From an optimization exercise on the open Yosys and OpenROAD flow, aimed at a short achievable clock period and few clock cycles; shortcuts taken in it are not production practice. Only simulation tests tie the RTL to the original design; equivalence was not proved.

Design rv_core, start of the top module:
module rv_core (
	input  logic				i_clk,
	input  logic				i_rstn,
	output logic [32-1:0]	o_imem_addr,
	input  logic [32-1:0]	i_imem_data,
	output logic				o_dmem_re,
	output logic				o_dmem_we,
	output logic [32-1:0]	o_dmem_addr,
	output logic [32-1:0]	o_dmem_wdata,
	input  logic [32-1:0]	i_dmem_rdata,
	output logic				o_retire_valid,
	output logic [32-1:0]	o_retire_pc,
	output logic [4:0]			o_retire_rd,
	output logic				o_retire_we,
	output logic [32-1:0]	o_retire_value
);
For scale: ~3200 flip-flops, ~0.14 mm2 of cells after synthesis.
==> flow/config.mk <==
export PLATFORM = sky130hd
export DESIGN_NAME = rv_core
export DESIGN_NICKNAME = rv_core
export VERILOG_FILES = /design/flow/design.v
export SDC_FILE = /design/flow/constraint.sdc
export NUM_CORES = 4
export LEC_CHECK = 0
export ABC_CLOCK_PERIOD_IN_PS = 3000
export CAP_MARGIN = 20
export CORE_MARGIN = 2
export CORE_UTILIZATION = 60
export SLEW_MARGIN = 20
==> flow/constraint.sdc <==
create_clock -name core_clock -period 10.0 [get_ports {i_clk}]
set_input_delay 2.0000 -clock core_clock [delete_from_list [all_inputs] [get_ports {i_clk}]]
set_output_delay 2.0000 -clock core_clock [all_outputs]
set_load 0.01 [all_outputs]
standard.sh (not shown) runs the stock make flow with config.mk's settings and CLKGATE_MAP_FILE= SYNTH_SCRIPT=/design/flow/synth_recipe.tcl, a recipe that flattens the netlist after the stock synthesis.
==> flow/flow/run.sh <==
#!/bin/bash
# Standard layout, with timing repair aimed well below the clock period
# (the constraints are the design's; only the repair margin is larger).
set -euo pipefail
cd "$(dirname "$0")/.."
bash standard.sh SETUP_SLACK_MARGIN=6.5 finish > make_flow.log 2>&1
The baseline completed without violations.
Testbench counts at the start, summed over its fixed seeds: cycles 186,142.
Change:
--- a/flow/design.v
+++ b/flow/design.v
@@ -78,14 +78,15 @@
 	logic [31:0]	e_pc;
 	logic [31:0]	e_pc4;
 	logic [31:0]	e_tgt;
 	logic [31:0]	e_pnpc;
 	logic [31:0]	e_a;
 	logic [31:0]	e_b;
 	logic [31:0]	e_s;
+	logic			e_fa_m, e_fb_m, e_fs_m;
 	logic			e_sub;
 	logic			e_sel_add, e_sel_and, e_sel_or, e_sel_xor, e_sel_sll, e_sel_sr;
 	logic			e_sel_slt, e_sel_link;
 	logic			e_sra;
 	logic			e_is_br, e_is_jal, e_is_jalr;
 	logic [2:0]		e_f3;
 	logic			e_we;
@@ -200,18 +201,14 @@
 	assign d_use1	= d_op || d_opimm || d_ld || d_st || d_br || d_jalr;
 	assign d_use2	= d_op || d_st || d_br;
 	assign d_stall	= d_valid && (
 		(e_valid && e_load && e_we &&
 			((d_use1 && e_rd == d_rs1) || (d_use2 && e_rd == d_rs2))) ||
 		(m_load && m_we &&
 			((d_use1 && m_rd == d_rs1) || (d_use2 && m_rd == d_rs2))));
-	logic			d_fa, d_fb, d_fs;
-	assign d_fs		= e_valid && e_we && e_rd == d_rs2;
-	assign d_fa		= !d_auipc && !d_lui && e_valid && e_we && e_rd == d_rs1;
-	assign d_fb		= (d_op || d_br) && d_fs;
 	assign d_wreg	= (d_op || d_opimm || d_lui || d_auipc || d_lw || d_jal || d_jalr) &&
 		d_rd != 5'd0;
 	assign wb_value	= w_load ? i_dmem_rdata : w_value;
 	assign d_rv1	= (d_rs1 == 5'd0) ? 32'd0 :
 		(m_we && m_rd == d_rs1) ? m_value :
 		(w_we && w_rd == d_rs1) ? wb_value : rf[d_rs1];
 	assign d_rv2	= (d_rs2 == 5'd0) ? 32'd0 :
@@ -219,17 +216,17 @@
 		(w_we && w_rd == d_rs2) ? wb_value : rf[d_rs2];
 	logic [31:0]	x_a, x_b, x_s, x_bi;
 	logic [31:0]	x_sum;
 	logic			x_lt, x_eq, x_cond, x_taken, x_mis;
 	logic [31:0]	x_sr, x_sl, x_res;
 	logic			e_redirect;
 	logic			m_redirect;
-	assign x_a	= e_a;
-	assign x_b	= e_b;
-	assign x_s	= e_s;
+	assign x_a	= e_fa_m ? m_value : e_a;
+	assign x_b	= e_fb_m ? m_value : e_b;
+	assign x_s	= e_fs_m ? m_value : e_s;
 	assign x_bi		= x_b ^ {32{e_sub}};
 	assign x_sum	= ks_add(x_a, x_bi, e_sub);
 	assign x_lt		= {x_a[31] ^ e_cmp_s, x_a[30:0]} < {x_b[31] ^ e_cmp_s, x_b[30:0]};
 	assign x_eq		= x_a == x_b;
 	assign x_sl		= x_a << x_b[4:0];
 	assign x_sr		= 32'($signed({e_sra && x_a[31], x_a}) >>> x_b[4:0]);
 	logic [31:0]	x_oth;
@@ -285,19 +282,20 @@
 			e_valid <= d_valid && !d_stall && !e_redirect && !m_redirect;
 	end
 	always_ff @(posedge i_clk) begin
 		e_pc		<= d_pc;
 		e_pc4		<= d_pc4;
 		e_tgt		<= d_tgt;
 		e_pnpc		<= d_to_ras ? ras : d_pnpc;
-		e_a			<= (d_fa && e_sel_add) ? x_sum : d_fa ? x_oth :
-			d_auipc ? d_pc : d_lui ? 32'd0 : d_rv1;
-		e_b			<= (d_fb && e_sel_add) ? x_sum : d_fb ? x_oth :
-			(d_op || d_br) ? d_rv2 : d_imm;
-		e_s			<= (d_fs && e_sel_add) ? x_sum : d_fs ? x_oth : d_rv2;
+		e_a			<= d_auipc ? d_pc : d_lui ? 32'd0 : d_rv1;
+		e_b			<= (d_op || d_br) ? d_rv2 : d_imm;
+		e_s			<= d_rv2;
+		e_fa_m		<= !d_auipc && !d_lui && e_valid && e_we && e_rd == d_rs1;
+		e_fb_m		<= (d_op || d_br) && e_valid && e_we && e_rd == d_rs2;
+		e_fs_m		<= e_valid && e_we && e_rd == d_rs2;
 		e_sub		<= d_op && d_ir[30] && d_f3 == 3'b000;
 		e_br_eq		<= d_f3[2:1] == 2'b00;
 		e_br_lt		<= d_f3[2];
 		e_br_inv	<= d_f3[0] && (d_f3[2] || !d_f3[1]);
 		e_cmp_s		<= d_br ? !d_f3[1] : !d_f3[0];
 		e_sel_add	<= ((d_op || d_opimm) && d_f3 == 3'b000) || d_lui || d_auipc ||
 			d_ld || d_st;
Effect: Hold slack improves by 0.0067 ns; cell count goes up by a few percent; flip-flop and latch count goes up by 3; first-iteration DRC count goes up by a few percent; utilization goes up by 0.14 points; worst setup slack degrades by 0.51 ns.
Testbench counts after the change, summed over its fixed seeds: cycles 186,142.

-- re-timing with driven ports --
No port has a modelled driver above. Below, the same layouts with a new extraction and two added sets of constraints. Step 1, drivers: a clkbuf_16 drives i_clk and a buf_2 each remaining input, both assumed. Step 2 times the ports against the registers' clock, not the clock port: input delays grow and output delays shrink by t, the midpoint of the rising clock arrivals with the driver on. Slacks: ideal / step 1 / step 2; pairs: ideal / step 1.
| run | t (ns) | slack for setup (ns) | worst hold slack (ns) | latest minus earliest clock arrival (ns) | worst data-port slew with drivers (ns) |
|---|---|---|---|---|---|
| the first run | 1.046 | 6.341 / 6.279 / 5.420 | 0.305 / 0.305 / 0.305 | 0.088 / 0.088 | 0.06 |
| the second run | 1.040 | 5.831 / 5.831 / 5.523 | 0.312 / 0.312 / 0.312 | 0.097 / 0.097 | 0.07 |
After both steps setup and hold are still met in every run listed. The setup slack of the first run, which loses most, moves by -0.062 ns with the drivers and by -0.921 ns with both steps.
